Source: an optimization exercise on an open RTL-to-GDS flow (aim: small area and a short achievable clock period). Production flows keep margins and buffers that such runs may drop.
Function was checked by simulation only, so behaviour that the tests miss may differ from the original.
No activity file was given, so power comes from the tool's default toggle rates.

==> run a <==
## mem_responder
module mem_responder #(
    parameter int                ADDR_W    = 9,
    parameter int                DATA_W    = 16,
    parameter int                RAM_WORDS = 256,
    parameter logic [ADDR_W-1:0] LED_ADDR  = mem_pkg::LED_ADDR,
    parameter logic [ADDR_W-1:0] SW_ADDR   = mem_pkg::SW_ADDR
) (
    input  logic              clk,
    input  logic              reset,
    input  logic [1:0]        mem_cmd,
    input  logic [ADDR_W-1:0] mem_addr,
    input  logic [DATA_W-1:0] write_data,
    output logic [DATA_W-1:0] read_data,
    output logic              rd_valid,
    input  logic [7:0]        sw,
    output logic [7:0]        leds,
    output logic              err,
    output logic [ADDR_W-1:0] err_addr
);
    localparam int RAM_AW = $clog2(RAM_WORDS);
    logic              w_in_ram;
    logic              w_is_read;
    logic              w_is_write;
    logic              w_ram_we;
    logic              w_ram_re;
    logic              w_led_we;
    logic              w_sw_re;
    logic              w_bus_err;
    logic [DATA_W-1:0] w_keep;
    logic [DATA_W-1:0] w_rdata_d;
    logic [RAM_WORDS-1:0] w_wsel;
    logic [RAM_WORDS*DATA_W-1:0] w_mem;
    logic [DATA_W-1:0] r_mem [RAM_WORDS];
    logic [DATA_W-1:0] r_rdata;
    logic              r_rd_valid;
    logic [7:0]        r_leds;
    logic              r_err;
    logic [ADDR_W-1:0] r_err_addr;
    logic [7:0]        r_sync1;
    logic [7:0]        r_sync2;
    assign w_in_ram   = !mem_addr[ADDR_W-1];
    assign w_is_read  = (mem_cmd == mem_pkg::MEM_READ);
    assign w_is_write = (mem_cmd == mem_pkg::MEM_WRITE);
    assign w_ram_we   = w_is_write && w_in_ram;
    assign w_ram_re   = w_is_read && w_in_ram;
    assign w_led_we   = w_is_write && (mem_addr == LED_ADDR);
    assign w_sw_re    = w_is_read && (mem_addr == SW_ADDR);
    assign w_bus_err  = (mem_cmd == mem_pkg::MEM_ILLEGAL)
                     || (w_is_write && !w_in_ram && !(mem_addr == LED_ADDR))
                     || (w_is_read && !w_in_ram && !(mem_addr == SW_ADDR));
    ram_sp #(
        .DEPTH (RAM_WORDS),
        .WIDTH (DATA_W),
        .AW    (RAM_AW)
    ) u_ram (
  ...
==> module ram_aoi22, before the edit <==
module ram_aoi22 (
    input  logic a1, a2, b1, b2,
    output logic y
);
    assign y = !((a1 && a2) || (b1 && b2));
endmodule
==> module ram_oai21, before the edit <==
module ram_oai21 (
    input  logic a1, a2, b1,
    output logic y
);
    assign y = !((a1 || a2) && b1);
endmodule
==> module ram_nor4, before the edit <==
module ram_nor4 (
    input  logic a, b, c, d,
    output logic y
);
    assign y = !(a || b || c || d);
endmodule
==> module ram_rd_bit, before the edit <==
module ram_rd_bit (
    input  logic [255:0] d,
    input  logic [15:0]  lo,
    input  logic [15:0]  hi,
    input  logic         e,
    output logic         y
);
    logic [15:0] w_gn;
    logic [3:0]  w_p;
    logic [1:0]  w_n;
    for (genvar j = 0; j < 16; j++) begin : g_grp
        logic [1:0] w_h;
        ram_or8 u_h0 (.s(lo[7:0]),  .d(d[16*j +: 8]),     .y(w_h[0]));
        ram_or8 u_h1 (.s(lo[15:8]), .d(d[16*j + 8 +: 8]), .y(w_h[1]));
        ram_oai21 u_g (.a1(w_h[0]), .a2(w_h[1]), .b1(hi[j]), .y(w_gn[j]));
    end
    for (genvar q = 0; q < 4; q++) begin : g_quad
        ram_nand4 u_p (.a(w_gn[4*q]), .b(w_gn[4*q+1]), .c(w_gn[4*q+2]), .d(w_gn[4*q+3]),
                       .y(w_p[q]));
    end
    ram_nor2  u_n0 (.a(w_p[0]), .b(w_p[1]), .y(w_n[0]));
    ram_nor3  u_n1 (.a(w_p[2]), .b(w_p[3]), .c(e), .y(w_n[1]));
    ram_nand2 u_y  (.a(w_n[0]), .b(w_n[1]), .y(y));
endmodule
==> module ram_sp, before the edit <==
module ram_sp #(
    parameter int DEPTH = 256,
    parameter int WIDTH = 16,
    parameter int AW    = $clog2(DEPTH)
) (
    input  logic               i_we,
    input  logic               i_re,
    input  logic [AW-1:0]      i_addr,
    input  logic [DEPTH*WIDTH-1:0] i_mem,
    input  logic [WIDTH-1:0]   i_e,
    output logic [DEPTH-1:0]   o_wsel,
    output logic [WIDTH-1:0]   o_d
);
    logic [15:0] w_lo;
    logic [15:0] w_hi;
    logic [15:0] w_hi_re;
    ram_dec4 u_dlo (.a(i_addr[3:0]), .y(w_lo));
    ram_dec4 u_dhi (.a(i_addr[7:4]), .y(w_hi));
    assign w_hi_re = w_hi & {16{i_re}};
    for (genvar w = 0; w < DEPTH; w++) begin : g_wsel
        assign o_wsel[w] = i_we && w_hi[w/16] && w_lo[w%16];
    end
    for (genvar b = 0; b < WIDTH; b++) begin : g_bit
        logic [255:0] w_d;
        for (genvar w = 0; w < DEPTH; w++) begin : g_w
            assign w_d[w] = i_mem[w*WIDTH + b];
        end
        ram_rd_bit u_rd (.d(w_d), .lo(w_lo), .hi(w_hi_re), .e(i_e[b]), .y(o_d[b]));
    end
endmodule
clock: 5.0 ns
lec_check: 0
cap_margin: 20
core_margin: 2
core_utilization: 72
cts_buf_list: sky130_fd_sc_hd__clkbuf_8
cts_cluster_diameter: 200
cts_cluster_size: 16
place_density: 0.78
setup_slack_margin: 2.4
slew_margin: 20
synth_hierarchical: 1
synth_minimum_keep_size: 0
run.sh (not shown) runs the stock make flow with config.mk's settings and CLKGATE_MAP_FILE= SYNTH_SCRIPT=/design/flow/synth_recipe.tcl, a recipe that flattens the netlist after the stock synthesis.
==> run b: changes against run a <==
Settings changed: CORE_UTILIZATION 72 to 65, PLACE_DENSITY 0.78 to 0.72.
==> run c: changes against run a <==
Settings changed: CORE_UTILIZATION 72 to 55, PLACE_DENSITY 0.78 to not set.
==> run d: changes against run a <==
--- a/flow/design.v
+++ b/flow/design.v
@@ -19,7 +19,25 @@
 endpackage
-module ram_aoi22 (
-    input  logic a1, a2, b1, b2,
-    output logic y
-);
-    assign y = !((a1 && a2) || (b1 && b2));
+module ram_and2 (
+    input  logic a, b,
+    output logic y
+);
+    assign y = a && b;
+endmodule
+module ram_nand2 (
+    input  logic a, b,
+    output logic y
+);
+    assign y = !(a && b);
+endmodule
+module ram_nor2 (
+    input  logic a, b,
+    output logic y
+);
+    assign y = !(a || b);
+endmodule
+module ram_nor3 (
+    input  logic a, b, c,
+    output logic y
+);
+    assign y = !(a || b || c);
 endmodule
@@ -30,32 +48,2 @@
     assign y = !(a && b && c && d);
-endmodule
-module ram_oai21 (
-    input  logic a1, a2, b1,
-    output logic y
-);
-    assign y = !((a1 || a2) && b1);
-endmodule
-module ram_nor4 (
-    input  logic a, b, c, d,
-    output logic y
-);
-    assign y = !(a || b || c || d);
-endmodule
-module ram_nor2 (
-    input  logic a, b,
-    output logic y
-);
-    assign y = !(a || b);
-endmodule
-module ram_nor3 (
-    input  logic a, b, c,
-    output logic y
-);
-    assign y = !(a || b || c);
-endmodule
-module ram_nand2 (
-    input  logic a, b,
-    output logic y
-);
-    assign y = !(a && b);
 endmodule
@@ -82,4 +70,3 @@
     input  logic [255:0] d,
-    input  logic [15:0]  lo,
-    input  logic [15:0]  hi,
+    input  logic [255:0] wl,
     input  logic         e,
@@ -87,17 +74,18 @@
 );
-    logic [15:0] w_gn;
-    logic [3:0]  w_p;
+    logic [31:0] w_o8;
+    logic [15:0] w_n16;
+    logic [3:0]  w_p64;
     logic [1:0]  w_n;
-    for (genvar j = 0; j < 16; j++) begin : g_grp
-        logic [1:0] w_h;
-        ram_or8 u_h0 (.s(lo[7:0]),  .d(d[16*j +: 8]),     .y(w_h[0]));
-        ram_or8 u_h1 (.s(lo[15:8]), .d(d[16*j + 8 +: 8]), .y(w_h[1]));
-        ram_oai21 u_g (.a1(w_h[0]), .a2(w_h[1]), .b1(hi[j]), .y(w_gn[j]));
-    end
-    for (genvar q = 0; q < 4; q++) begin : g_quad
-        ram_nand4 u_p (.a(w_gn[4*q]), .b(w_gn[4*q+1]), .c(w_gn[4*q+2]), .d(w_gn[4*q+3]),
-                       .y(w_p[q]));
-    end
-    ram_nor2  u_n0 (.a(w_p[0]), .b(w_p[1]), .y(w_n[0]));
-    ram_nor3  u_n1 (.a(w_p[2]), .b(w_p[3]), .c(e), .y(w_n[1]));
+    for (genvar i = 0; i < 32; i++) begin : g_o8
+        ram_or8 u_o8 (.s(wl[8*i +: 8]), .d(d[8*i +: 8]), .y(w_o8[i]));
+    end
+    for (genvar i = 0; i < 16; i++) begin : g_n16
+        ram_nor2 u_n16 (.a(w_o8[2*i]), .b(w_o8[2*i+1]), .y(w_n16[i]));
+    end
+    for (genvar i = 0; i < 4; i++) begin : g_p64
+        ram_nand4 u_p64 (.a(w_n16[4*i]), .b(w_n16[4*i+1]), .c(w_n16[4*i+2]),
+                         .d(w_n16[4*i+3]), .y(w_p64[i]));
+    end
+    ram_nor2  u_n0 (.a(w_p64[0]), .b(w_p64[1]), .y(w_n[0]));
+    ram_nor3  u_n1 (.a(w_p64[2]), .b(w_p64[3]), .c(e), .y(w_n[1]));
     ram_nand2 u_y  (.a(w_n[0]), .b(w_n[1]), .y(y));
@@ -120,2 +108,3 @@
     logic [15:0] w_hi_re;
+    logic [DEPTH-1:0] w_wl;
     ram_dec4 u_dlo (.a(i_addr[3:0]), .y(w_lo));
@@ -123,4 +112,5 @@
     assign w_hi_re = w_hi & {16{i_re}};
-    for (genvar w = 0; w < DEPTH; w++) begin : g_wsel
+    for (genvar w = 0; w < DEPTH; w++) begin : g_word
         assign o_wsel[w] = i_we && w_hi[w/16] && w_lo[w%16];
+        ram_and2 u_wl (.a(w_lo[w%16]), .b(w_hi_re[w/16]), .y(w_wl[w]));
     end
@@ -131,3 +121,3 @@
         end
-        ram_rd_bit u_rd (.d(w_d), .lo(w_lo), .hi(w_hi_re), .e(i_e[b]), .y(o_d[b]));
+        ram_rd_bit u_rd (.d(w_d), .wl(w_wl), .e(i_e[b]), .y(o_d[b]));
     end
Settings changed: CORE_UTILIZATION 72 to 65, PLACE_DENSITY 0.78 to 0.72.
==> run summary <==
quantity	run a	run c	run b	run d
Mux contribution to synthesized area	0.176%	0.176%	0.176%	0.175%
Internal Power	44.8 mW	44.7 mW	44.9 mW	44.4 mW
Worst-case vdd ir drop	0.000310 V	0.000227 V	0.000314 V	0.000379 V
Largest net degree at the start of global routing	130	145	149	122
Number of buffers inserted to repair setup after CTS	97	153	173	291
Delay contributed by the slowest stage of the critical path	0.52 ns	0.79 ns	0.55 ns	0.53 ns
Worst setup slack after layout	2.06 ns	1.88 ns	1.96 ns	1.94 ns
Final weighted congestion in routability-driven placement	0.926	0.850	0.880	0.901
Proportion of cell area occupied by multi-input gates	14.6%	14.6%	14.8%	16.2%
Clk pwr share	27.7%	28.1%	27.9%	28.5%
Count of cells along the worst hold path	2	2	-	3
Clock latency on the worst-skew pair	1.13 ns	1.09 ns	1.13 ns	1.08 ns
Worst R2R End	r_rdata[14]	r_rdata[3]	r_rdata[13]	r_rdata[5]
Minimum clock period after layout	2.94 ns	3.12 ns	3.04 ns	3.06 ns
Worst slew slack as a fraction of its limit	21.2%	19.8%	25.1%	23.2%
Leakage	52.6 nW	52.8 nW	53.4 nW	52.2 nW
Required time at the endpoint of the critical path	5.97 ns	5.95 ns	6.01 ns	5.94 ns
Part of the cycle the worst path needs	58.9%	62.4%	60.8%	61.2%
Reported net switching power	12.2 mW	12.6 mW	12.4 mW	11.3 mW
Post-synthesis instance area	0.148 mm²	0.148 mm²	0.148 mm²	0.149 mm²
Run status	complete, no violations	complete, no violations	complete, no violations	complete, no violations

## port drivers added, routing unchanged
How much do the figures lean on ideal ports? The routed layouts below were timed once more, with nothing changed but the port constraints.
Step 1 sets driving cells, clkbuf_16 on the clock port and buf_2 on the other inputs (assumed; they add their load-dependent delay and slew).
Step 2 moves the port delays by t, midway between the first and last clock arrival at a register: inputs arrive t later, outputs are due t later. That takes back most of the time a late clock gives input paths.
a / b / c = no drivers / after step 1 / after step 2; a / b = the first two.
run | shift t [ns] | slack for setup (ns) | worst setup path after step 2 | worst data-port slew with drivers (ns)
run a | 1.187 | 2.056 / 1.943 / 0.756 | input to register | 0.23
run b | 1.190 | 1.959 / 1.998 / 0.808 | input to register | 0.07
run c | 1.153 | 1.881 / 1.922 / 0.768 | input to register | 0.09
run d | 1.161 | 1.942 / 1.950 / 0.789 | input to register | 0.09
After both steps setup and hold are still met in every run listed. The setup slack of run a, which loses most, moves by -0.113 ns with the drivers and by -1.300 ns with both steps.
